What follows belongs to an exercise in optimizing a design on an open flow for small area and a short achievable clock period; a production flow would make more cautious choices. In this exercise RTL edits were held to simulation tests only and were not proved equivalent to the original. Power and IR drop assume default switching activity.

==> design/flow/design.v <==
module joltage_select_sum #(
  parameter int MAX_K = 12,
  parameter int VAL_W = 40,
  parameter int SUM_W = 64,
  parameter int CNT_W = 32,
  localparam int KW   = $clog2(MAX_K+1)
)(
  input  logic             clk,
  input  logic             rst_n,
  input  logic [KW-1:0]    k_sel,
  input  logic [3:0]       in_digit,
  input  logic             in_last,
  input  logic             in_valid,
  output logic             in_ready,
  input  logic             sum_clr,
  output logic             line_valid,
  output logic [VAL_W-1:0] line_value,
  output logic             line_short,
  output logic [SUM_W-1:0] sum_out,
  output logic [CNT_W-1:0] lines_done,
  output logic [2:0]       error
);
  logic [MAX_K-1:0][3:0] dig, cand;
  logic [MAX_K-1:1] shf_q, asc_nxt, shf_nxt;
  logic [VAL_W-1:0] val_p, val_g, va_nxt, vb_nxt;
  logic [VAL_W-1:0] val;
  logic [KW-1:0]    cnt, k_r, k_nxt;
  logic             live, fin, rdy, in_line;
  logic             acc, upd, clr, dig_ok, k_ok, short_l, add_ok;
  logic [VAL_W:0]   add_lo;
  logic [SUM_W-1:0] sum_nxt;
  logic             carry;
  logic [CNT_W-1:0] lines_nxt;
  logic [2:0]       err_set;
  assign in_ready = rdy;
  assign acc      = in_valid && in_ready;
  assign dig_ok   = (in_digit <= 4'd9);
  assign upd      = acc && dig_ok;
  assign clr      = fin || !live;
  assign k_ok     = (k_sel != '0) && (k_sel <= KW'(MAX_K));
  assign short_l  = (cnt < k_r);
  assign add_ok   = fin && !short_l;
  function automatic logic dig_lt(input logic [3:0] a, input logic [3:0] b);
    logic lt3;
    lt3 = a[2:0] < b[2:0];
    dig_lt = (!a[3] && (b[3] || lt3)) || (b[3] && lt3);
  endfunction
  assign k_nxt = in_line ? k_r : (k_ok ? k_sel : KW'(MAX_K));
  always_comb begin
    cand[0] = (shf_q[1] || in_digit > dig[0]) ? in_digit : dig[0];
    for (int j = 1; j < MAX_K; j++)
      cand[j] = shf_q[j] ? dig[j-1] : dig[j];
    for (int j = 1; j < MAX_K; j++)
      asc_nxt[j] = (KW'(j) < k_nxt) && dig_lt(cand[j], cand[j-1]);
    shf_nxt[MAX_K-1] = asc_nxt[MAX_K-1];
    for (int j = MAX_K-2; j >= 1; j--)
      shf_nxt[j] = shf_nxt[j+1] | asc_nxt[j];
  end
  jss_bcd2bin u_conv (.d(cand), .va(va_nxt), .vb(vb_nxt));
  assign line_valid = fin;
  assign line_short = fin && short_l;
  assign line_value = add_ok ? val : '0;
  jss_cpa_pg #(.W(VAL_W)) u_val (.p_in(val_p), .g_in(val_g), .s(val));
  jss_cpa_sklansky #(.W(VAL_W+1)) u_add (.a({1'b0, sum_out[VAL_W-1:0]}), .b({1'b0, line_value}), .s(add_lo));
  jss_inc #(.W(SUM_W-VAL_W)) u_inc_hi (.a(sum_out[SUM_W-1:VAL_W]), .ci(add_lo[VAL_W]), .s(sum_nxt[SUM_W-1:VAL_W]), .co(carry));
  assign sum_nxt[VAL_W-1:0] = add_lo[VAL_W-1:0];
  assign lines_nxt = lines_done + CNT_W'(fin);
  assign err_set = {carry,
                    (fin && short_l) || (acc && !in_line && !k_ok),
                    acc && !dig_ok};
  always_ff @(posedge clk or negedge rst_n) begin
    if (!rst_n) begin
      live    <= 1'b0;
      fin     <= 1'b0;
      rdy     <= 1'b0;
    end else begin
      live <= 1'b1;
      fin  <= acc && in_last;
      rdy  <= !(acc && in_last);
    end
  end
  always_ff @(posedge clk) begin
    if (clr) begin
      in_line <= 1'b0;
      dig     <= '0;
      shf_q   <= '0;
      cnt     <= '0;
    end else begin
      if (acc) in_line <= !in_last;
      if (upd) begin
        dig   <= cand;
        shf_q <= shf_nxt;
        if (cnt != KW'(MAX_K)) cnt <= cnt + 1'b1;
      end
    end
  end
  always_ff @(posedge clk) begin
    if (acc && !in_line) k_r <= k_ok ? k_sel : KW'(MAX_K);
    if (upd) begin
      val_p <= va_nxt ^ vb_nxt;
      val_g <= va_nxt & vb_nxt;
    end
  end
  always_ff @(posedge clk or negedge rst_n) begin
    if (!rst_n) begin
      sum_out    <= '0;
      lines_done <= '0;
      error      <= '0;
    end else if (sum_clr) begin
      sum_out    <= '0;
      lines_done <= '0;
      error      <= '0;
    end else begin
      error <= error | err_set;
      lines_done <= lines_nxt;
      sum_out    <= sum_nxt;
    end
  end
endmodule
module jss_inc #(parameter int W = 24) (
  input  logic [W-1:0] a,
  input  logic         ci,
  output logic [W-1:0] s,
  output logic         co
);
  localparam int L = $clog2(W);
  logic [W-1:0] p [0:L];
  always_comb begin
    p[0] = a;
    for (int l = 0; l < L; l++)
      for (int i = 0; i < W; i++)
        if ((i >> l) & 1) p[l+1][i] = p[l][i] & p[l][((i >> l) << l) - 1];
        else              p[l+1][i] = p[l][i];
    s[0] = a[0] ^ ci;
    for (int i = 1; i < W; i++) s[i] = a[i] ^ (ci & p[L][i-1]);
    co = ci & p[L][W-1];
  end
endmodule
module jss_bcd2bin (input logic [47:0] d, output logic [39:0] va, output logic [39:0] vb);
  wire w1 = d[0];
  wire w2 = d[1];
  wire w3 = d[4];
  wire w4 = d[2];
  wire w5 = d[5];
  wire w6 = d[8];
  wire w7 = d[3];
  wire w8 = d[6];
  wire w9 = d[4];
  wire w10 = d[9];
  wire w11 = d[12];
  wire w12 = d[10];
  wire w13 = d[13];
  wire w14 = d[16];
  wire w15 = (d[5] | d[7]);
  wire w16 = d[6];
  wire w17 = d[11];
  wire w18 = ~d[8];
  wire w19 = d[14];
  wire w20 = ~d[12];
  wire w21 = d[17];
  wire w22 = d[20];
  wire w23 = d[7];
  wire w24 = d[9];
  wire w25 = d[18];
  wire w26 = d[21];
  wire w27 = d[24];
  wire w28 = (d[13] | d[15]);
  wire w29 = (d[9] ^ d[10]);
  wire w30 = d[8];
  wire w31 = (d[13] ^ d[14]);
  wire w32 = d[19];
  wire w33 = d[22];
  wire w34 = d[20];
  wire w35 = d[25];
  wire w36 = d[28];
  wire w37 = ((~d[12] & ~d[13] & ~d[14] & ~d[15]) | (d[12] & ~d[13] & ~d[14] & ~d[15]));
  wire w38 = ~d[16];
  wire w39 = d[26];
  wire w40 = d[29];
  wire w41 = d[32];
  wire w42 = ((~d[8] & ~d[9] & ~d[10] & ~d[11]) | (d[8] & ~d[9] & ~d[10] & ~d[11]) | (~d[8] & d[9] & ~d[10] & ~d[11]) | (d[8] & d[9] & ~d[10] & ~d[11]) | (~d[8] & d[9] & d[10] & ~d[11]) | (d[8] & d[9] & d[10] & ~d[11]));
  wire w43 = (d[21] | d[23]);
  wire w44 = d[10];
  wire w45 = d[17];
  wire w46 = d[22];
  wire w47 = ~d[20];
  wire w48 = d[27];
  wire w49 = d[24];
  wire w50 = d[30];
  wire w51 = ~d[28];
  wire w52 = d[33];
  wire w53 = d[36];
  wire w54 = d[11];
  wire w55 = d[12];
  wire w56 = (d[17] ^ d[18]);
  wire w57 = d[25];
  wire w58 = d[34];
  wire w59 = d[37];
  wire w60 = d[40];
  wire w61 = (d[21] | d[23]);
  wire w62 = (d[29] | d[31]);
  wire w63 = d[13];
  wire w64 = ((~d[16] & ~d[17] & ~d[18] & ~d[19]) | (d[16] & ~d[17] & ~d[18] & ~d[19]));
  wire w65 = d[16];
  wire w66 = (d[21] ^ d[22]);
  wire w67 = d[20];
  wire w68 = d[26];
  wire w69 = (d[29] ^ d[30]);
  wire w70 = ~d[28];
  wire w71 = d[35];
  wire w72 = d[38];
  wire w73 = d[36];
  wire w74 = d[41];
  wire w75 = d[44];
  wire w76 = d[14];
  wire w77 = d[17];
  wire w78 = d[27];
  wire w79 = d[42];
  wire w80 = d[45];
  wire w81 = ((~d[20] & ~d[21] & ~d[22] & ~d[23]) | (d[20] & ~d[21] & ~d[22] & ~d[23]) | (~d[20] & d[21] & ~d[22] & ~d[23]) | (d[20] & d[21] & ~d[22] & ~d[23]) | (~d[20] & d[21] & d[22] & ~d[23]) | (d[20] & d[21] & d[22] & ~d[23]));
  wire w82 = ((~d[28] & ~d[29] & ~d[30] & ~d[31]) | (d[28] & ~d[29] & ~d[30] & ~d[31]) | (~d[28] & d[29] & ~d[30] & ~d[31]) | (d[28] & d[29] & ~d[30] & ~d[31]) | (~d[28] & d[29] & d[30] & ~d[31]) | (d[28] & d[29] & d[30] & ~d[31]));
  wire w83 = (d[37] | d[39]);
  wire w84 = d[15];
  wire w85 = d[18];
  wire w86 = d[16];
  wire w87 = d[22];
  wire w88 = (d[29] ^ d[30]);
  wire w89 = d[28];
  wire w90 = ~d[32];
  wire w91 = d[38];
  wire w92 = d[43];
  wire w93 = ~d[40];
  wire w94 = d[46];
  wire w95 = ~d[44];
  wire w96 = d[23];
  wire w97 = d[24];
  wire w98 = d[33];
  wire w99 = d[39];
  wire w100 = ~d[36];
  wire w101 = d[41];
  wire w102 = (d[17] | d[19]);
  wire w103 = ((~d[28] & ~d[29] & ~d[30] & ~d[31]) | (d[28] & ~d[29] & ~d[30] & ~d[31]) | (~d[28] & d[29] & ~d[30] & ~d[31]) | (d[28] & d[29] & ~d[30] & ~d[31]) | (~d[28] & d[29] & d[30] & ~d[31]) | (d[28] & d[29] & d[30] & ~d[31]));
  wire w104 = (d[45] | d[47]);
  wire w105 = d[18];
  wire w106 = ~d[20];
  wire w107 = d[25];
  wire w108 = d[30];
  wire w109 = d[28];
  wire w110 = (d[33] ^ d[34]);
  wire w111 = d[37];
  wire w112 = (d[41] ^ d[42]);
  wire w113 = (d[45] ^ d[46]);
  wire w114 = d[19];
  wire w115 = d[21];
  wire w116 = d[26];
  wire w117 = ~d[24];
  wire w118 = ((~d[32] & ~d[33] & ~d[34] & ~d[35]) | (d[32] & ~d[33] & ~d[34] & ~d[35]));
  wire w119 = (d[37] ^ d[38]);
  wire w120 = ~d[36];
  wire w121 = ((~d[40] & ~d[41] & ~d[42] & ~d[43]) | (d[40] & ~d[41] & ~d[42] & ~d[43]));
  wire w122 = ((~d[44] & ~d[45] & ~d[46] & ~d[47]) | (d[44] & ~d[45] & ~d[46] & ~d[47]));
  wire w123 = ~d[44];
  wire w124 = (d[29] | d[31]);
  wire w125 = (d[21] ^ d[22]);
  wire w126 = d[20];
  wire w127 = d[30];
  wire w128 = ~d[32];
  wire w129 = d[45];
  wire w130 = (d[25] | d[27]);
  wire w131 = ((~d[36] & ~d[37] & ~d[38] & ~d[39]) | (d[36] & ~d[37] & ~d[38] & ~d[39]) | (~d[36] & d[37] & ~d[38] & ~d[39]) | (d[36] & d[37] & ~d[38] & ~d[39]) | (~d[36] & d[37] & d[38] & ~d[39]) | (d[36] & d[37] & d[38] & ~d[39]));
  wire w132 = (d[25] ^ d[26]);
  wire w133 = d[31];
  wire w134 = d[33];
  wire w135 = (d[37] ^ d[38]);
  wire w136 = ~d[36];
  wire w137 = ~d[40];
  wire w138 = (d[45] ^ d[46]);
  wire w139 = ((~d[20] & ~d[21] & ~d[22] & ~d[23]) | (d[20] & ~d[21] & ~d[22] & ~d[23]) | (~d[20] & d[21] & ~d[22] & ~d[23]) | (d[20] & d[21] & ~d[22] & ~d[23]) | (~d[20] & d[21] & d[22] & ~d[23]) | (d[20] & d[21] & d[22] & ~d[23]));
  wire w140 = d[22];
  wire w141 = ((~d[24] & ~d[25] & ~d[26] & ~d[27]) | (d[24] & ~d[25] & ~d[26] & ~d[27]));
  wire w142 = ~d[28];
  wire w143 = (d[33] ^ d[34]);
  wire w144 = ~d[32];
  wire w145 = d[41];
  wire w146 = ((~d[44] & ~d[45] & ~d[46] & ~d[47]) | (d[44] & ~d[45] & ~d[46] & ~d[47]));
  wire w147 = ~d[44];
  wire w148 = ((~d[36] & ~d[37] & ~d[38] & ~d[39]) | (d[36] & ~d[37] & ~d[38] & ~d[39]) | (~d[36] & d[37] & ~d[38] & ~d[39]) | (d[36] & d[37] & ~d[38] & ~d[39]) | (~d[36] & d[37] & d[38] & ~d[39]) | (d[36] & d[37] & d[38] & ~d[39]));
  wire w149 = d[23];
  wire w150 = d[24];
  wire w151 = d[29];
  wire w152 = (d[37] ^ d[38]);
  wire w153 = (d[41] ^ d[42]);
  wire w154 = d[40];
  wire w155 = d[45];
  wire w156 = ((~d[32] & ~d[33] & ~d[34] & ~d[35]) | (d[32] & ~d[33] & ~d[34] & ~d[35]) | (~d[32] & d[33] & ~d[34] & ~d[35]) | (d[32] & d[33] & ~d[34] & ~d[35]) | (~d[32] & d[33] & d[34] & ~d[35]) | (d[32] & d[33] & d[34] & ~d[35]));
  wire w157 = d[25];
  wire w158 = (d[29] ^ d[30]);
  wire w159 = d[28];
  wire w160 = (d[33] ^ d[34]);
  wire w161 = ((~d[36] & ~d[37] & ~d[38] & ~d[39]) | (d[36] & ~d[37] & ~d[38] & ~d[39]));
  wire w162 = d[36];
  wire w163 = (d[45] ^ d[46]);
  wire w164 = ((~d[40] & ~d[41] & ~d[42] & ~d[43]) | (d[40] & ~d[41] & ~d[42] & ~d[43]) | (~d[40] & d[41] & ~d[42] & ~d[43]) | (d[40] & d[41] & ~d[42] & ~d[43]) | (~d[40] & d[41] & d[42] & ~d[43]) | (d[40] & d[41] & d[42] & ~d[43]));
  wire w165 = d[26];
  wire w166 = ((~d[32] & ~d[33] & ~d[34] & ~d[35]) | (d[32] & ~d[33] & ~d[34] & ~d[35]));
  wire w167 = d[37];
  wire w168 = d[42];
  wire w169 = ((~d[44] & ~d[45] & ~d[46] & ~d[47]) | (d[44] & ~d[45] & ~d[46] & ~d[47]));
  wire w170 = ((~d[28] & ~d[29] & ~d[30] & ~d[31]) | (d[28] & ~d[29] & ~d[30] & ~d[31]) | (~d[28] & d[29] & ~d[30] & ~d[31]) | (d[28] & d[29] & ~d[30] & ~d[31]) | (~d[28] & d[29] & d[30] & ~d[31]) | (d[28] & d[29] & d[30] & ~d[31]));
  wire w171 = d[27];
  wire w172 = d[30];
  wire w173 = d[28];
  wire w174 = d[38];
  wire w175 = ~d[36];
  wire w176 = d[43];
  wire w177 = d[44];
  wire w178 = d[45];
  wire w179 = (d[29] | d[31]);
  wire w180 = (d[37] | d[39]);
  wire w181 = d[30];
  wire w182 = ~d[32];
  wire w183 = (d[37] ^ d[38]);
  wire w184 = d[46];
  wire w185 = d[31];
  wire w186 = d[33];
  wire w187 = ((~d[36] & ~d[37] & ~d[38] & ~d[39]) | (d[36] & ~d[37] & ~d[38] & ~d[39]));
  wire w188 = ~d[36];
  wire w189 = d[40];
  wire w190 = d[47];
  wire w191 = (d[33] ^ d[34]);
  wire w192 = d[32];
  wire w193 = d[37];
  wire w194 = d[41];
  wire w195 = d[44];
  wire w196 = (d[37] ^ d[38]);
  wire w197 = d[42];
  wire w198 = d[40];
  wire w199 = d[45];
  wire w200 = ((~d[32] & ~d[33] & ~d[34] & ~d[35]) | (d[32] & ~d[33] & ~d[34] & ~d[35]) | (~d[32] & d[33] & ~d[34] & ~d[35]) | (d[32] & d[33] & ~d[34] & ~d[35]) | (~d[32] & d[33] & d[34] & ~d[35]) | (d[32] & d[33] & d[34] & ~d[35]));
  wire w201 = d[34];
  wire w202 = ((~d[36] & ~d[37] & ~d[38] & ~d[39]) | (d[36] & ~d[37] & ~d[38] & ~d[39]));
  wire w203 = d[46];
  wire w204 = (d[41] | d[43]);
  wire w205 = d[35];
  wire w206 = d[36];
  wire w207 = d[42];
  wire w208 = d[40];
  wire w209 = d[47];
  wire w210 = d[44];
  wire w211 = d[37];
  wire w212 = d[45];
  wire w213 = (d[41] | d[43]);
  wire w214 = d[38];
  wire w215 = d[42];
  wire w216 = d[46];
  wire w217 = ~d[44];
  wire w218 = d[39];
  wire w219 = d[43];
  wire w220 = d[40];
  wire w221 = (d[45] | d[47]);
  wire w222 = d[41];
  wire w223 = (d[45] ^ d[46]);
  wire w224 = d[42];
  wire w225 = ((~d[44] & ~d[45] & ~d[46] & ~d[47]) | (d[44] & ~d[45] & ~d[46] & ~d[47]));
  wire w226 = ~d[44];
  wire w227 = d[43];
  wire w228 = d[45];
  wire w229 = (d[45] ^ d[46]);
  wire w230 = d[44];
  wire w231 = ((~d[44] & ~d[45] & ~d[46] & ~d[47]) | (d[44] & ~d[45] & ~d[46] & ~d[47]) | (~d[44] & d[45] & ~d[46] & ~d[47]) | (d[44] & d[45] & ~d[46] & ~d[47]) | (~d[44] & d[45] & d[46] & ~d[47]) | (d[44] & d[45] & d[46] & ~d[47]));
  wire w232 = d[46];
  wire w233 = w4 ^ w5;
  wire w234 = w233 ^ w6;
  wire w235 = (w4 & w5) | (w233 & w6);
  wire w236 = w10 ^ w11;
  wire w237 = w236 ^ w7;
  wire w238 = (w10 & w11) | (w236 & w7);
  wire w239 = w8 ^ w9;
  wire w240 = w239 ^ w235;
  wire w241 = (w8 & w9) | (w239 & w235);
  wire w242 = w12 ^ w13;
  wire w243 = w242 ^ w14;
  wire w244 = (w12 & w13) | (w242 & w14);
  wire w245 = w15 ^ w238;
  wire w246 = w245 ^ w243;
  wire w247 = (w15 & w238) | (w245 & w243);
  wire w248 = w16 ^ w17;
  wire w249 = w248 ^ w19;
  wire w250 = (w16 & w17) | (w248 & w19);
  wire w251 = w21 ^ w22;
  wire w252 = w251 ^ w18;
  wire w253 = (w21 & w22) | (w251 & w18);
  wire w254 = w20 ^ w244;
  wire w255 = w254 ^ w249;
  wire w256 = (w20 & w244) | (w254 & w249);
  wire w257 = w252 ^ w247;
  wire w258 = w257 ^ w255;
  wire w259 = (w252 & w247) | (w257 & w255);
  wire w260 = 1'b1 ^ w23;
  wire w261 = w260 ^ w24;
  wire w262 = (1'b1 & w23) | (w260 & w24);
  wire w263 = w25 ^ w26;
  wire w264 = w263 ^ w27;
  wire w265 = (w25 & w26) | (w263 & w27);
  wire w266 = w28 ^ w250;
  wire w267 = w266 ^ w253;
  wire w268 = (w28 & w250) | (w266 & w253);
  wire w269 = w261 ^ w264;
  wire w270 = w269 ^ w256;
  wire w271 = (w261 & w264) | (w269 & w256);
  wire w272 = w267 ^ w259;
  wire w273 = w272 ^ w270;
  wire w274 = (w267 & w259) | (w272 & w270);
  wire w275 = 1'b1 ^ w30;
  wire w276 = w275 ^ w32;
  wire w277 = (1'b1 & w30) | (w275 & w32);
  wire w278 = w33 ^ w34;
  wire w279 = w278 ^ w35;
  wire w280 = (w33 & w34) | (w278 & w35);
  wire w281 = w36 ^ w29;
  wire w282 = w281 ^ w31;
  wire w283 = (w36 & w29) | (w281 & w31);
  wire w284 = w262 ^ w265;
  wire w285 = w284 ^ w276;
  wire w286 = (w262 & w265) | (w284 & w276);
  wire w287 = w279 ^ w282;
  wire w288 = w287 ^ w268;
  wire w289 = (w279 & w282) | (w287 & w268);
  wire w290 = w285 ^ w271;
  wire w291 = w290 ^ w288;
  wire w292 = (w285 & w271) | (w290 & w288);
  wire w293 = w39 ^ w40;
  wire w294 = w293 ^ w41;
  wire w295 = (w39 & w40) | (w293 & w41);
  wire w296 = w38 ^ w37;
  wire w297 = w296 ^ w42;
  wire w298 = (w38 & w37) | (w296 & w42);
  wire w299 = w43 ^ w277;
  wire w300 = w299 ^ w280;
  wire w301 = (w43 & w277) | (w299 & w280);
  wire w302 = w294 ^ w283;
  wire w303 = w302 ^ w297;
  wire w304 = (w294 & w283) | (w302 & w297);
  wire w305 = w286 ^ w300;
  wire w306 = w305 ^ w289;
  wire w307 = (w286 & w300) | (w305 & w289);
  wire w308 = w303 ^ w292;
  wire w309 = w308 ^ w306;
  wire w310 = (w303 & w292) | (w308 & w306);
  wire w311 = w44 ^ w45;
  wire w312 = w311 ^ w46;
  wire w313 = (w44 & w45) | (w311 & w46);
  wire w314 = w48 ^ w49;
  wire w315 = w314 ^ w50;
  wire w316 = (w48 & w49) | (w314 & w50);
  wire w317 = w52 ^ w53;
  wire w318 = w317 ^ w47;
  wire w319 = (w52 & w53) | (w317 & w47);
  wire w320 = w51 ^ w295;
  wire w321 = w320 ^ w312;
  wire w322 = (w51 & w295) | (w320 & w312);
  wire w323 = w315 ^ w318;
  wire w324 = w323 ^ w298;
  wire w325 = (w315 & w318) | (w323 & w298);
  wire w326 = w301 ^ w321;
  wire w327 = w326 ^ w324;
  wire w328 = (w301 & w321) | (w326 & w324);
  wire w329 = w304 ^ w327;
  wire w330 = w329 ^ w307;
  wire w331 = (w304 & w327) | (w329 & w307);
  wire w332 = w54 ^ w55;
  wire w333 = w332 ^ w57;
  wire w334 = (w54 & w55) | (w332 & w57);
  wire w335 = w58 ^ w59;
  wire w336 = w335 ^ w60;
  wire w337 = (w58 & w59) | (w335 & w60);
  wire w338 = w56 ^ w61;
  wire w339 = w338 ^ w62;
  wire w340 = (w56 & w61) | (w338 & w62);
  wire w341 = w313 ^ w316;
  wire w342 = w341 ^ w319;
  wire w343 = (w313 & w316) | (w341 & w319);
  wire w344 = w333 ^ w336;
  wire w345 = w344 ^ w339;
  wire w346 = (w333 & w336) | (w344 & w339);
  wire w347 = w322 ^ w342;
  wire w348 = w347 ^ w325;
  wire w349 = (w322 & w342) | (w347 & w325);
  wire w350 = w345 ^ w328;
  wire w351 = w350 ^ w348;
  wire w352 = (w345 & w328) | (w350 & w348);
  wire w353 = 1'b1 ^ w63;
  wire w354 = w353 ^ w65;
  wire w355 = (1'b1 & w63) | (w353 & w65);
  wire w356 = w67 ^ w68;
  wire w357 = w356 ^ w71;
  wire w358 = (w67 & w68) | (w356 & w71);
  wire w359 = w72 ^ w73;
  wire w360 = w359 ^ w74;
  wire w361 = (w72 & w73) | (w359 & w74);
  wire w362 = w75 ^ w70;
  wire w363 = w362 ^ w64;
  wire w364 = (w75 & w70) | (w362 & w64);
  wire w365 = w66 ^ w69;
  wire w366 = w365 ^ w334;
  wire w367 = (w66 & w69) | (w365 & w334);
  wire w368 = w337 ^ w354;
  wire w369 = w368 ^ w357;
  wire w370 = (w337 & w354) | (w368 & w357);
  wire w371 = w360 ^ w340;
  wire w372 = w371 ^ w363;
  wire w373 = (w360 & w340) | (w371 & w363);
  wire w374 = w343 ^ w366;
  wire w375 = w374 ^ w369;
  wire w376 = (w343 & w366) | (w374 & w369);
  wire w377 = w346 ^ w372;
  wire w378 = w377 ^ w349;
  wire w379 = (w346 & w372) | (w377 & w349);
  wire w380 = w375 ^ w352;
  wire w381 = w380 ^ w378;
  wire w382 = (w375 & w352) | (w380 & w378);
  wire w383 = w76 ^ w77;
  wire w384 = w383 ^ w78;
  wire w385 = (w76 & w77) | (w383 & w78);
  wire w386 = w79 ^ w80;
  wire w387 = w386 ^ w81;
  wire w388 = (w79 & w80) | (w386 & w81);
  wire w389 = w82 ^ w83;
  wire w390 = w389 ^ w355;
  wire w391 = (w82 & w83) | (w389 & w355);
  wire w392 = w358 ^ w361;
  wire w393 = w392 ^ w384;
  wire w394 = (w358 & w361) | (w392 & w384);
  wire w395 = w364 ^ w367;
  wire w396 = w395 ^ w387;
  wire w397 = (w364 & w367) | (w395 & w387);
  wire w398 = w370 ^ w390;
  wire w399 = w398 ^ w393;
  wire w400 = (w370 & w390) | (w398 & w393);
  wire w401 = w373 ^ w396;
  wire w402 = w401 ^ w376;
  wire w403 = (w373 & w396) | (w401 & w376);
  wire w404 = w399 ^ w379;
  wire w405 = w404 ^ w402;
  wire w406 = (w399 & w379) | (w404 & w402);
  wire w407 = 1'b1 ^ w84;
  wire w408 = w407 ^ w85;
  wire w409 = (1'b1 & w84) | (w407 & w85);
  wire w410 = w86 ^ w87;
  wire w411 = w410 ^ w89;
  wire w412 = (w86 & w87) | (w410 & w89);
  wire w413 = w91 ^ w92;
  wire w414 = w413 ^ w94;
  wire w415 = (w91 & w92) | (w413 & w94);
  wire w416 = w90 ^ w93;
  wire w417 = w416 ^ w95;
  wire w418 = (w90 & w93) | (w416 & w95);
  wire w419 = w88 ^ w385;
  wire w420 = w419 ^ w408;
  wire w421 = (w88 & w385) | (w419 & w408);
  wire w422 = w411 ^ w414;
  wire w423 = w422 ^ w417;
  wire w424 = (w411 & w414) | (w422 & w417);
  wire w425 = w388 ^ w391;
  wire w426 = w425 ^ w394;
  wire w427 = (w388 & w391) | (w425 & w394);
  wire w428 = w420 ^ w423;
  wire w429 = w428 ^ w397;
  wire w430 = (w420 & w423) | (w428 & w397);
  wire w431 = w400 ^ w426;
  wire w432 = w431 ^ w429;
  wire w433 = (w400 & w426) | (w431 & w429);
  wire w434 = w403 ^ w432;
  wire w435 = w434 ^ w406;
  wire w436 = (w403 & w432) | (w434 & w406);
  wire w437 = 1'b1 ^ w101;
  wire w438 = w437 ^ w96;
  wire w439 = (1'b1 & w101) | (w437 & w96);
  wire w440 = w97 ^ w98;
  wire w441 = w440 ^ w99;
  wire w442 = (w97 & w98) | (w440 & w99);
  wire w443 = w100 ^ w102;
  wire w444 = w443 ^ w103;
  wire w445 = (w100 & w102) | (w443 & w103);
  wire w446 = w104 ^ w409;
  wire w447 = w446 ^ w412;
  wire w448 = (w104 & w409) | (w446 & w412);
  wire w449 = w415 ^ w418;
  wire w450 = w449 ^ w438;
  wire w451 = (w415 & w418) | (w449 & w438);
  wire w452 = w441 ^ w444;
  wire w453 = w452 ^ w421;
  wire w454 = (w441 & w444) | (w452 & w421);
  wire w455 = w447 ^ w424;
  wire w456 = w455 ^ w450;
  wire w457 = (w447 & w424) | (w455 & w450);
  wire w458 = w427 ^ w453;
  wire w459 = w458 ^ w456;
  wire w460 = (w427 & w453) | (w458 & w456);
  wire w461 = w430 ^ w459;
  wire w462 = w461 ^ w433;
  wire w463 = (w430 & w459) | (w461 & w433);
  wire w464 = w105 ^ w107;
  wire w465 = w464 ^ w108;
  wire w466 = (w105 & w107) | (w464 & w108);
  wire w467 = w109 ^ w111;
  wire w468 = w467 ^ w106;
  wire w469 = (w109 & w111) | (w467 & w106);
  wire w470 = w110 ^ w112;
  wire w471 = w470 ^ w113;
  wire w472 = (w110 & w112) | (w470 & w113);
  wire w473 = w439 ^ w442;
  wire w474 = w473 ^ w465;
  wire w475 = (w439 & w442) | (w473 & w465);
  wire w476 = w468 ^ w445;
  wire w477 = w476 ^ w448;
  wire w478 = (w468 & w445) | (w476 & w448);
  wire w479 = w471 ^ w451;
  wire w480 = w479 ^ w474;
  wire w481 = (w471 & w451) | (w479 & w474);
  wire w482 = w454 ^ w477;
  wire w483 = w482 ^ w457;
  wire w484 = (w454 & w477) | (w482 & w457);
  wire w485 = w480 ^ w460;
  wire w486 = w485 ^ w483;
  wire w487 = (w480 & w460) | (w485 & w483);
  wire w488 = w114 ^ w115;
  wire w489 = w488 ^ w116;
  wire w490 = (w114 & w115) | (w488 & w116);
  wire w491 = w117 ^ w120;
  wire w492 = w491 ^ w123;
  wire w493 = (w117 & w120) | (w491 & w123);
  wire w494 = w118 ^ w119;
  wire w495 = w494 ^ w121;
  wire w496 = (w118 & w119) | (w494 & w121);
  wire w497 = w122 ^ w124;
  wire w498 = w497 ^ w466;
  wire w499 = (w122 & w124) | (w497 & w466);
  wire w500 = w469 ^ w489;
  wire w501 = w500 ^ w492;
  wire w502 = (w469 & w489) | (w500 & w492);
  wire w503 = w472 ^ w495;
  wire w504 = w503 ^ w475;
  wire w505 = (w472 & w495) | (w503 & w475);
  wire w506 = w498 ^ w501;
  wire w507 = w506 ^ w478;
  wire w508 = (w498 & w501) | (w506 & w478);
  wire w509 = w481 ^ w504;
  wire w510 = w509 ^ w507;
  wire w511 = (w481 & w504) | (w509 & w507);
  wire w512 = w484 ^ w510;
  wire w513 = w512 ^ w487;
  wire w514 = (w484 & w510) | (w512 & w487);
  wire w515 = w126 ^ w127;
  wire w516 = w515 ^ w129;
  wire w517 = (w126 & w127) | (w515 & w129);
  wire w518 = w128 ^ w125;
  wire w519 = w518 ^ w130;
  wire w520 = (w128 & w125) | (w518 & w130);
  wire w521 = w131 ^ w490;
  wire w522 = w521 ^ w493;
  wire w523 = (w131 & w490) | (w521 & w493);
  wire w524 = w516 ^ w496;
  wire w525 = w524 ^ w499;
  wire w526 = (w516 & w496) | (w524 & w499);
  wire w527 = w519 ^ w502;
  wire w528 = w527 ^ w522;
  wire w529 = (w519 & w502) | (w527 & w522);
  wire w530 = w505 ^ w525;
  wire w531 = w530 ^ w528;
  wire w532 = (w505 & w525) | (w530 & w528);
  wire w533 = w508 ^ w531;
  wire w534 = w533 ^ w511;
  wire w535 = (w508 & w531) | (w533 & w511);
  wire w536 = w133 ^ w134;
  wire w537 = w536 ^ w136;
  wire w538 = (w133 & w134) | (w536 & w136);
  wire w539 = w137 ^ w132;
  wire w540 = w539 ^ w135;
  wire w541 = (w137 & w132) | (w539 & w135);
  wire w542 = w138 ^ w139;
  wire w543 = w542 ^ w517;
  wire w544 = (w138 & w139) | (w542 & w517);
  wire w545 = w537 ^ w520;
  wire w546 = w545 ^ w540;
  wire w547 = (w537 & w520) | (w545 & w540);
  wire w548 = w523 ^ w543;
  wire w549 = w548 ^ w526;
  wire w550 = (w523 & w543) | (w548 & w526);
  wire w551 = w546 ^ w529;
  wire w552 = w551 ^ w549;
  wire w553 = (w546 & w529) | (w551 & w549);
  wire w554 = w532 ^ w552;
  wire w555 = w554 ^ w535;
  wire w556 = (w532 & w552) | (w554 & w535);
  wire w557 = 1'b1 ^ w140;
  wire w558 = w557 ^ w145;
  wire w559 = (1'b1 & w140) | (w557 & w145);
  wire w560 = w142 ^ w144;
  wire w561 = w560 ^ w147;
  wire w562 = (w142 & w144) | (w560 & w147);
  wire w563 = w141 ^ w143;
  wire w564 = w563 ^ w146;
  wire w565 = (w141 & w143) | (w563 & w146);
  wire w566 = w148 ^ w538;
  wire w567 = w566 ^ w558;
  wire w568 = (w148 & w538) | (w566 & w558);
  wire w569 = w561 ^ w541;
  wire w570 = w569 ^ w544;
  wire w571 = (w561 & w541) | (w569 & w544);
  wire w572 = w564 ^ w567;
  wire w573 = w572 ^ w547;
  wire w574 = (w564 & w567) | (w572 & w547);
  wire w575 = w570 ^ w550;
  wire w576 = w575 ^ w573;
  wire w577 = (w570 & w550) | (w575 & w573);
  wire w578 = w553 ^ w576;
  wire w579 = w578 ^ w556;
  wire w580 = (w553 & w576) | (w578 & w556);
  wire w581 = w149 ^ w150;
  wire w582 = w581 ^ w151;
  wire w583 = (w149 & w150) | (w581 & w151);
  wire w584 = w154 ^ w155;
  wire w585 = w584 ^ w152;
  wire w586 = (w154 & w155) | (w584 & w152);
  wire w587 = w153 ^ w156;
  wire w588 = w587 ^ w559;
  wire w589 = (w153 & w156) | (w587 & w559);
  wire w590 = w562 ^ w582;
  wire w591 = w590 ^ w565;
  wire w592 = (w562 & w582) | (w590 & w565);
  wire w593 = w585 ^ w568;
  wire w594 = w593 ^ w588;
  wire w595 = (w585 & w568) | (w593 & w588);
  wire w596 = w591 ^ w571;
  wire w597 = w596 ^ w594;
  wire w598 = (w591 & w571) | (w596 & w594);
  wire w599 = w574 ^ w597;
  wire w600 = w599 ^ w577;
  wire w601 = (w574 & w597) | (w599 & w577);
  wire w602 = 1'b1 ^ w157;
  wire w603 = w602 ^ w159;
  wire w604 = (1'b1 & w157) | (w602 & w159);
  wire w605 = w162 ^ w158;
  wire w606 = w605 ^ w160;
  wire w607 = (w162 & w158) | (w605 & w160);
  wire w608 = w161 ^ w163;
  wire w609 = w608 ^ w164;
  wire w610 = (w161 & w163) | (w608 & w164);
  wire w611 = w583 ^ w603;
  wire w612 = w611 ^ w586;
  wire w613 = (w583 & w603) | (w611 & w586);
  wire w614 = w589 ^ w606;
  wire w615 = w614 ^ w609;
  wire w616 = (w589 & w606) | (w614 & w609);
  wire w617 = w592 ^ w612;
  wire w618 = w617 ^ w595;
  wire w619 = (w592 & w612) | (w617 & w595);
  wire w620 = w615 ^ w598;
  wire w621 = w620 ^ w618;
  wire w622 = (w615 & w598) | (w620 & w618);
  wire w623 = w165 ^ w167;
  wire w624 = w623 ^ w168;
  wire w625 = (w165 & w167) | (w623 & w168);
  wire w626 = w166 ^ w169;
  wire w627 = w626 ^ w170;
  wire w628 = (w166 & w169) | (w626 & w170);
  wire w629 = w604 ^ w624;
  wire w630 = w629 ^ w607;
  wire w631 = (w604 & w624) | (w629 & w607);
  wire w632 = w610 ^ w627;
  wire w633 = w632 ^ w613;
  wire w634 = (w610 & w627) | (w632 & w613);
  wire w635 = w630 ^ w616;
  wire w636 = w635 ^ w633;
  wire w637 = (w630 & w616) | (w635 & w633);
  wire w638 = w619 ^ w636;
  wire w639 = w638 ^ w622;
  wire w640 = (w619 & w636) | (w638 & w622);
  wire w641 = w171 ^ w172;
  wire w642 = w641 ^ w173;
  wire w643 = (w171 & w172) | (w641 & w173);
  wire w644 = w174 ^ w176;
  wire w645 = w644 ^ w177;
  wire w646 = (w174 & w176) | (w644 & w177);
  wire w647 = w175 ^ w625;
  wire w648 = w647 ^ w642;
  wire w649 = (w175 & w625) | (w647 & w642);
  wire w650 = w645 ^ w628;
  wire w651 = w650 ^ w648;
  wire w652 = (w645 & w628) | (w650 & w648);
  wire w653 = w631 ^ w634;
  wire w654 = w653 ^ w651;
  wire w655 = (w631 & w634) | (w653 & w651);
  wire w656 = w637 ^ w654;
  wire w657 = w656 ^ w640;
  wire w658 = (w637 & w654) | (w656 & w640);
  wire w659 = w178 ^ w179;
  wire w660 = w659 ^ w180;
  wire w661 = (w178 & w179) | (w659 & w180);
  wire w662 = w643 ^ w646;
  wire w663 = w662 ^ w660;
  wire w664 = (w643 & w646) | (w662 & w660);
  wire w665 = w649 ^ w663;
  wire w666 = w665 ^ w652;
  wire w667 = (w649 & w663) | (w665 & w652);
  wire w668 = w655 ^ w666;
  wire w669 = w668 ^ w658;
  wire w670 = (w655 & w666) | (w668 & w658);
  wire w671 = w181 ^ w184;
  wire w672 = w671 ^ w182;
  wire w673 = (w181 & w184) | (w671 & w182);
  wire w674 = w183 ^ w672;
  wire w675 = w674 ^ w661;
  wire w676 = (w183 & w672) | (w674 & w661);
  wire w677 = w675 ^ w664;
  wire w678 = w677 ^ w667;
  wire w679 = (w675 & w664) | (w677 & w667);
  wire w680 = 1'b1 ^ w185;
  wire w681 = w680 ^ w186;
  wire w682 = (1'b1 & w185) | (w680 & w186);
  wire w683 = w189 ^ w190;
  wire w684 = w683 ^ w188;
  wire w685 = (w189 & w190) | (w683 & w188);
  wire w686 = w187 ^ w673;
  wire w687 = w686 ^ w681;
  wire w688 = (w187 & w673) | (w686 & w681);
  wire w689 = w684 ^ w687;
  wire w690 = w689 ^ w676;
  wire w691 = (w684 & w687) | (w689 & w676);
  wire w692 = w192 ^ w193;
  wire w693 = w692 ^ w194;
  wire w694 = (w192 & w193) | (w692 & w194);
  wire w695 = w195 ^ w191;
  wire w696 = w695 ^ w682;
  wire w697 = (w195 & w191) | (w695 & w682);
  wire w698 = w685 ^ w693;
  wire w699 = w698 ^ w688;
  wire w700 = (w685 & w693) | (w698 & w688);
  wire w701 = w696 ^ w699;
  wire w702 = w701 ^ w691;
  wire w703 = (w696 & w699) | (w701 & w691);
  wire w704 = w197 ^ w198;
  wire w705 = w704 ^ w199;
  wire w706 = (w197 & w198) | (w704 & w199);
  wire w707 = w196 ^ w200;
  wire w708 = w707 ^ w694;
  wire w709 = (w196 & w200) | (w707 & w694);
  wire w710 = w705 ^ w697;
  wire w711 = w710 ^ w708;
  wire w712 = (w705 & w697) | (w710 & w708);
  wire w713 = w700 ^ w711;
  wire w714 = w713 ^ w703;
  wire w715 = (w700 & w711) | (w713 & w703);
  wire w716 = w201 ^ w203;
  wire w717 = w716 ^ w202;
  wire w718 = (w201 & w203) | (w716 & w202);
  wire w719 = w204 ^ w706;
  wire w720 = w719 ^ w709;
  wire w721 = (w204 & w706) | (w719 & w709);
  wire w722 = w717 ^ w712;
  wire w723 = w722 ^ w720;
  wire w724 = (w717 & w712) | (w722 & w720);
  wire w725 = 1'b1 ^ w205;
  wire w726 = w725 ^ w206;
  wire w727 = (1'b1 & w205) | (w725 & w206);
  wire w728 = w207 ^ w208;
  wire w729 = w728 ^ w209;
  wire w730 = (w207 & w208) | (w728 & w209);
  wire w731 = w210 ^ w726;
  wire w732 = w731 ^ w729;
  wire w733 = (w210 & w726) | (w731 & w729);
  wire w734 = w718 ^ w732;
  wire w735 = w734 ^ w721;
  wire w736 = (w718 & w732) | (w734 & w721);
  wire w737 = 1'b1 ^ w211;
  wire w738 = w737 ^ w212;
  wire w739 = (1'b1 & w211) | (w737 & w212);
  wire w740 = w213 ^ w727;
  wire w741 = w740 ^ w730;
  wire w742 = (w213 & w727) | (w740 & w730);
  wire w743 = w738 ^ w733;
  wire w744 = w743 ^ w741;
  wire w745 = (w738 & w733) | (w743 & w741);
  wire w746 = w214 ^ w215;
  wire w747 = w746 ^ w216;
  wire w748 = (w214 & w215) | (w746 & w216);
  wire w749 = w217 ^ w739;
  wire w750 = w749 ^ w747;
  wire w751 = (w217 & w739) | (w749 & w747);
  wire w752 = w742 ^ w750;
  wire w753 = w752 ^ w745;
  wire w754 = (w742 & w750) | (w752 & w745);
  wire w755 = 1'b1 ^ w218;
  wire w756 = w755 ^ w219;
  wire w757 = (1'b1 & w218) | (w755 & w219);
  wire w758 = w220 ^ w221;
  wire w759 = w758 ^ w748;
  wire w760 = (w220 & w221) | (w758 & w748);
  wire w761 = w756 ^ w751;
  wire w762 = w761 ^ w759;
  wire w763 = (w756 & w751) | (w761 & w759);
  wire w764 = 1'b1 ^ w222;
  wire w765 = w764 ^ w223;
  wire w766 = (1'b1 & w222) | (w764 & w223);
  wire w767 = w757 ^ w760;
  wire w768 = w767 ^ w765;
  wire w769 = (w757 & w760) | (w767 & w765);
  wire w770 = 1'b1 ^ w224;
  wire w771 = w770 ^ w226;
  wire w772 = (1'b1 & w224) | (w770 & w226);
  wire w773 = w225 ^ w771;
  wire w774 = w773 ^ w766;
  wire w775 = (w225 & w771) | (w773 & w766);
  wire w776 = w227 ^ w228;
  wire w777 = w776 ^ w772;
  wire w778 = (w227 & w228) | (w776 & w772);
  wire w779 = 1'b1 ^ w230;
  wire w780 = w779 ^ w229;
  wire w781 = (1'b1 & w230) | (w779 & w229);
  wire [39:0] ra = {1'b1, w231, w780, w777, w774, w763, w762, w753, w744, w724, w723, w714, w702, w690, w678, w669, w657, w639, w621, w600, w579, w555, w534, w513, w486, w462, w435, w382, w381, w331, w310, w309, w274, w273, w258, w241, w237, w234, w2, w1};
  wire [39:0] rb = {w232, w781, w778, w775, w769, w768, w754, 1'b0, w736, w735, w715, 1'b0, 1'b0, w679, w670, 1'b0, 1'b0, 1'b0, w601, w580, 1'b0, 1'b0, w514, 1'b0, w463, w436, 1'b0, w405, 1'b0, w351, w330, 1'b0, w291, 1'b0, 1'b0, w246, w240, 1'b0, w3, 1'b0};
  assign va = ra;
  assign vb = rb;
endmodule
module jss_cpa_sklansky #(parameter int W = 40) (input logic [W-1:0] a, b, output logic [W-1:0] s);
  localparam int L = $clog2(W);
  logic [W-1:0] g [0:L];
  logic [W-1:0] p [0:L];
  always_comb begin
    g[0] = a & b; p[0] = a ^ b;
    for (int l = 0; l < L; l++)
      for (int i = 0; i < W; i++)
        if ((i >> l) & 1) begin
          g[l+1][i] = g[l][i] | (p[l][i] & g[l][((i >> l) << l) - 1]);
          p[l+1][i] = p[l][i] & p[l][((i >> l) << l) - 1];
        end else begin
          g[l+1][i] = g[l][i]; p[l+1][i] = p[l][i];
        end
    s[0] = p[0][0];
    for (int i = 1; i < W; i++) s[i] = p[0][i] ^ g[L][i-1];
  end
endmodule
module jss_cpa_ripple #(parameter int W = 40) (input logic [W-1:0] a, b, output logic [W-1:0] s);
  logic [W:0] c;
  always_comb begin
    c[0] = 1'b0;
    for (int i = 0; i < W; i++) begin
      s[i] = a[i] ^ b[i] ^ c[i];
      c[i+1] = (a[i] & b[i]) | (a[i] & c[i]) | (b[i] & c[i]);
    end
  end
endmodule
module jss_cpa_bk #(parameter int W = 40) (input logic [W-1:0] a, b, output logic [W-1:0] s);
  localparam int L = $clog2(W);
  logic [W-1:0] g, p;
  always_comb begin
    g = a & b; p = a ^ b;
    for (int l = 0; l < L; l++)
      for (int i = 0; i < W; i++)
        if (((i + 1) % (2 << l)) == 0) begin
          g[i] = g[i] | (p[i] & g[i - (1 << l)]);
          p[i] = p[i] & p[i - (1 << l)];
        end
    for (int l = L - 1; l >= 0; l--)
      for (int i = 0; i < W; i++)
        if (((i + 1) % (2 << l)) == (1 << l) && i >= (2 << l) + (1 << l) - 1) begin
          g[i] = g[i] | (p[i] & g[i - (1 << l)]);
          p[i] = p[i] & p[i - (1 << l)];
        end
    s[0] = a[0] ^ b[0];
    for (int i = 1; i < W; i++) s[i] = a[i] ^ b[i] ^ g[i-1];
  end
endmodule
module jss_cpa_pg #(parameter int W = 40) (input logic [W-1:0] p_in, g_in, output logic [W-1:0] s);
  localparam int L = $clog2(W);
  logic [W-1:0] g [0:L];
  logic [W-1:0] p [0:L];
  always_comb begin
    g[0] = g_in; p[0] = p_in;
    for (int l = 0; l < L; l++)
      for (int i = 0; i < W; i++)
        if ((i >> l) & 1) begin
          g[l+1][i] = g[l][i] | (p[l][i] & g[l][((i >> l) << l) - 1]);
          p[l+1][i] = p[l][i] & p[l][((i >> l) << l) - 1];
        end else begin
          g[l+1][i] = g[l][i]; p[l+1][i] = p[l][i];
        end
    s[0] = p_in[0];
    for (int i = 1; i < W; i++) s[i] = p_in[i] ^ g[L][i-1];
  end
endmodule
==> design/flow/flow/run.sh <==
#!/bin/bash
set -euo pipefail
export BUFFER_PORTS_ARGS="-buffer_cell sky130_fd_sc_hd__buf_1"
export CTS_ARGS="-sink_clustering_enable -repair_clock_nets -dont_use_dummy_load -sink_clustering_size 24 -sink_clustering_max_diameter 100"
bash standard.sh finish > standard_flow.log 2>&1
==> design/flow/standard.sh <==
#!/bin/bash
# synth_recipe.tcl (not shown) runs the flow's synth.tcl, then flattens the netlist and writes it again
# the make line also repeats each setting of config.mk as NAME=value (left out here)
make -C /OpenROAD-flow-scripts/flow DESIGN_CONFIG=/design/flow/config.mk WORK_HOME=/design/flow/orfs CLKGATE_MAP_FILE= SYNTH_SCRIPT=/design/flow/synth_recipe.tcl "${@:-finish}"
==> design/flow/config.mk <==
export PLATFORM = sky130hd
export DESIGN_NAME = joltage_select_sum
export DESIGN_NICKNAME = joltage_select_sum
export VERILOG_FILES = /design/flow/design.v
export SDC_FILE = /design/flow/constraint.sdc
export NUM_CORES = 4
export LEC_CHECK = 0
export CAP_MARGIN = 20
export CORE_MARGIN = 2
export CORE_UTILIZATION = 55
export SETUP_SLACK_MARGIN = 4.1
export SLEW_MARGIN = 20
==> design/flow/constraint.sdc <==
create_clock -name core_clock -period 9.0 [get_ports {clk}]
set_input_delay 1.8000 -clock core_clock [delete_from_list [all_inputs] [get_ports {clk}]]
set_output_delay 1.8000 -clock core_clock [all_outputs]
set_load 0.01 [all_outputs]
==> run notes <==
[metal layers]
metal	wire length [um]	track usage (%)	part of all wire, %
met5	0	0	0
met4	1070	6.39	2.7
met3	1740	2.66	4.3
met2	18300	40.1	46
met1	19000	36.7	47
[sequential cells by signal, summed over array words and instances, names as in the netlist]
| register | flops |
|---|---|
| val_p | 40 |
| error | 3 |
| cnt | 4 |
| val_g | 23 |
| shf_q | 11 |
| k_r | 4 |
| live | 1 |
| fin | 1 |
| sum_out | 64 |
| lines_done | 32 |
| dig | 48 |
| in_line | 1 |
| rdy | 1 |
[synthesized netlist by cell type, types with 24 or more instances]
cell type / instances / area, sq um
mux2i_1: 40 / 400
dfxtp_1: 64 / 1280
a211oi_1: 55 / 413
nor3_1: 24 / 120
nand2_1: 70 / 263
a21oi_1: 58 / 290
inv_1: 220 / 826
o21ai_0: 41 / 205
nand3_1: 36 / 180
xor2_1: 57 / 499
dfrtp_1: 102 / 2550
edfxtp_1: 67 / 2010
xnor2_1: 42 / 368
nor2_1: 193 / 724
clkbuf_1: 38 / 143
ha_1: 116 / 1450
fa_1: 175 / 3500
[power by group through the flow]
stage / logic [W] / clock network, W / registers [W]
after floorplan: 0.00128 / 0 / 0.00147
after global placement: 0.00170 / 0 / 0.00150
after detailed placement: 0.00177 / 0 / 0.00150
after CTS: 0.00179 / 0.000621 / 0.00148
after global routing: 0.00213 / 0.000647 / 0.00150
final: 0.00179 / 0.000591 / 0.00148
[cell type report]
type                    instances  area share, %
multi-input cells            1152           55.8
flip-flops and latches        233           30.8
inverters                     227           4.54
repair buffers                189           4.50
well taps                     396           2.61
clock buffers                  13           1.71
[timing repair]
item | in CTS | in global routing
buffers inserted | 8 | 10
hold buffers | 0 | 0
pin swaps | 3 | 8
endpoints found under the setup margin | 38 | 45
gates resized for setup | 29 | 41
[worst min-delay path, cell delays in order (launching register included)]
cell and delay (ns):
dfxtp_1 0.32, nor2_1 0.09, a211oi_1 0.04
[final timing paths]
check | startpoint | end | slack (ns) | cells after the start
setup / recovery | shf_q[6] | val_p[25] | 4.22 | 12
min in group asynchronous | rst_n | error[2] | 1.29 | 1
hold / removal | dig[45] | dig[45] | 0.50 | 2
hold reg to reg | dig[45] | dig[45] | 0.50 | 2
max in group asynchronous | rst_n | sum_out[20] | 6.41 | 2
setup reg to reg | shf_q[6] | val_p[25] | 4.22 | 12
[stage by stage]
step                      cell area (sq um)  utilization, %  setup WS [ns]  total power [W]
final                                 19000            62.0           4.22          0.00387
after floorplan                       17200               -           4.11          0.00275
after global placement                18200            59.4           3.66          0.00320
after CTS                             18700            61.1           4.10          0.00389
after detailed placement              18200            59.4           3.55          0.00327
after global routing                  19000            62.0           4.10          0.00428
[logic make-up (layout without fill, tap and decap cells)]
group           count (synthesis)  after routing
flops                         233            233
simple gates                  436            436
fa+ha+maj                     294            294
mux                            53             53
buf+inv                       276            429
other cells                     1              1
compound gates                269            269
xor+xnor                       99             99
==> results.json <==
{
  "start_util_pct": 56.0,
  "p_int_w": 0.00242,
  "cts_sinks": 233,
  "dpl.hpwl_um": 31900,
  "mostFrequentLayoutCells": "inv_1, nor2_1, fa_1, buf_1, ha_1",
  "grt_pass1_vias": 12260,
  "via_per_inst": 5.50,
  "final_common_cell": "inv_1",
  "endpoint_kind": "flop",
  "muxShareOfSynthArea_pct": 3.42,
  "synth_xor_area_share_pct": 5.05,
  "clk_pin_slew_ns": 0.09,
  "dieArea_sq_um": 32700,
  "area_growth_pct": 10.6,
  "ys_ff_latch": 233,
  "synth_ff_type": "dfrtp_1",
  "grt.overflow.total": 0,
  "startpoint_type": "flop",
  "clk_latency_ns": 0.48,
  "dp.cells": 2179,
  "async_reset_ff_share_pct": 43.8,
  "switching_share_pct": 37.5,
  "placementRows": 64,
  "cts_tree": "built",
  "dieWidth_um": 181,
  "boundaryPins": 155,
  "power_density_nw_per_um2": 203,
  "synth_compound_area_share_pct": 10.5,
  "min_period_ns": 4.78,
  "path_common_cell": "fa_1",
  "nNetsFinal": 2120,
  "vias": 12152,
  "synth.distinct_cells": 76,
  "grt_pass1_wl_um": 65900,
  "crit_family": "adder cells",
  "crit_slowest_cell": "fa_1",
  "path_class": "flop to flop",
  "arrival_ns": 5.01,
  "cp.required_ns": 9.23,
  "hold_violations": 0,
  "fin_hold_ws_ns": 0.496,
  "ir_drop_v": 0.000185,
  "synthAdderAreaFrac_pct": 29.0,
  "fin_crit_sh_pct": 53.1,
  "yosys_warnings": 9,
  "drv_slew": 0,
  "postRouteAntennaNets": 0,
  "syn_inst": 1661,
  "h-tree-depth": 1,
  "die_height_um": 181,
  "cts_buffer_depth": 3,
  "tns_ns": 0,
  "regArea_sq_um": 5850,
  "fillers": 2649,
  "core_area_sq_um": 30700,
  "fmax_ghz": 0.209,
  "clock_power_share_pct": 15.3,
  "yosys.area_share.simple_pct": 11.8,
  "drive_above_1_share_pct": 7.39,
  "grt_max_degree": 91,
  "skew_ns": 0.0159,
  "drv_cap": 0,
  "multiInputGateArea_sq_um": 10600,
  "tightest_slew_ns": 1.11,
  "synth_top_family_by_area": "adder cells",
  "cts_root_buf": "clkbuf_16",
  "drt-total-wl_um": 40100,
  "final-setup-viol-count": 0,
  "status": "complete, no violations",
  "track_usage_pct": 25.0,
  "finalNonFillerCells": 2210,
  "syn_area_sq_um": 17200,
  "cts_buffers": 13,
  "drcViolationCount": 0,
  "pwr-share-comb_pct": 46.3,
  "synth_edf_count": 67,
  "syn-num-nets": 1965,
  "leakage_nw": 8.19,
  "critPathMaxFanout": 5,
  "avgSynthCellArea_sq_um": 10.3,
  "path_buf_inv": 3,
  "dr.pass1.iters": 5,
  "place_congestion": 0.948,
  "rsz0062_at_grt": "no",
  "wl_per_cell_um": 18.1,
  "max_stage_delay_ns": 0.57,
  "relSlewSlack_pct": 24.9,
  "yosysSeqAreaShare_pct": 34.0,
  "seq_power_share_pct": 38.4,
  "power.switching_w": 0.00145,
  "num_antenna_cells": 0,
  "drtIter0Drc": 620,
  "crit_chain": "mux2i_2, inv_2, fa_1, inv_1, fa_1, fa_1, fa_1, inv_1, fa_1, fa_1, fa_1, ha_1",
  "io_buffers": 154,
  "hold_path_class": "flop to flop",
  "antenna_found_initial": 0
}

==> port drivers added, routing unchanged <==
In the flow no input, the clock included, has a driving cell. The finished layout below was timed again as built, in two steps. Step 1 assumes that a clkbuf_16 drives the clock port and a buf_2 every other input. Step 2 times the ports against the registers' clock, not the clock port: input delays grow and output delays shrink by t, the midpoint of the rising clock arrivals with the driver on. Slacks: ideal ports / drivers / drivers and shift; pairs: ideal ports / drivers.
t (ns): 0.524
setup WS [ns]: 4.222 / 4.184 / 3.840
hold WS [ns]: 0.496 / 0.496 / 0.496
After both steps setup and hold are still met in this run. The setup slack of this run moves by -0.038 ns with the drivers and by -0.382 ns with both steps.
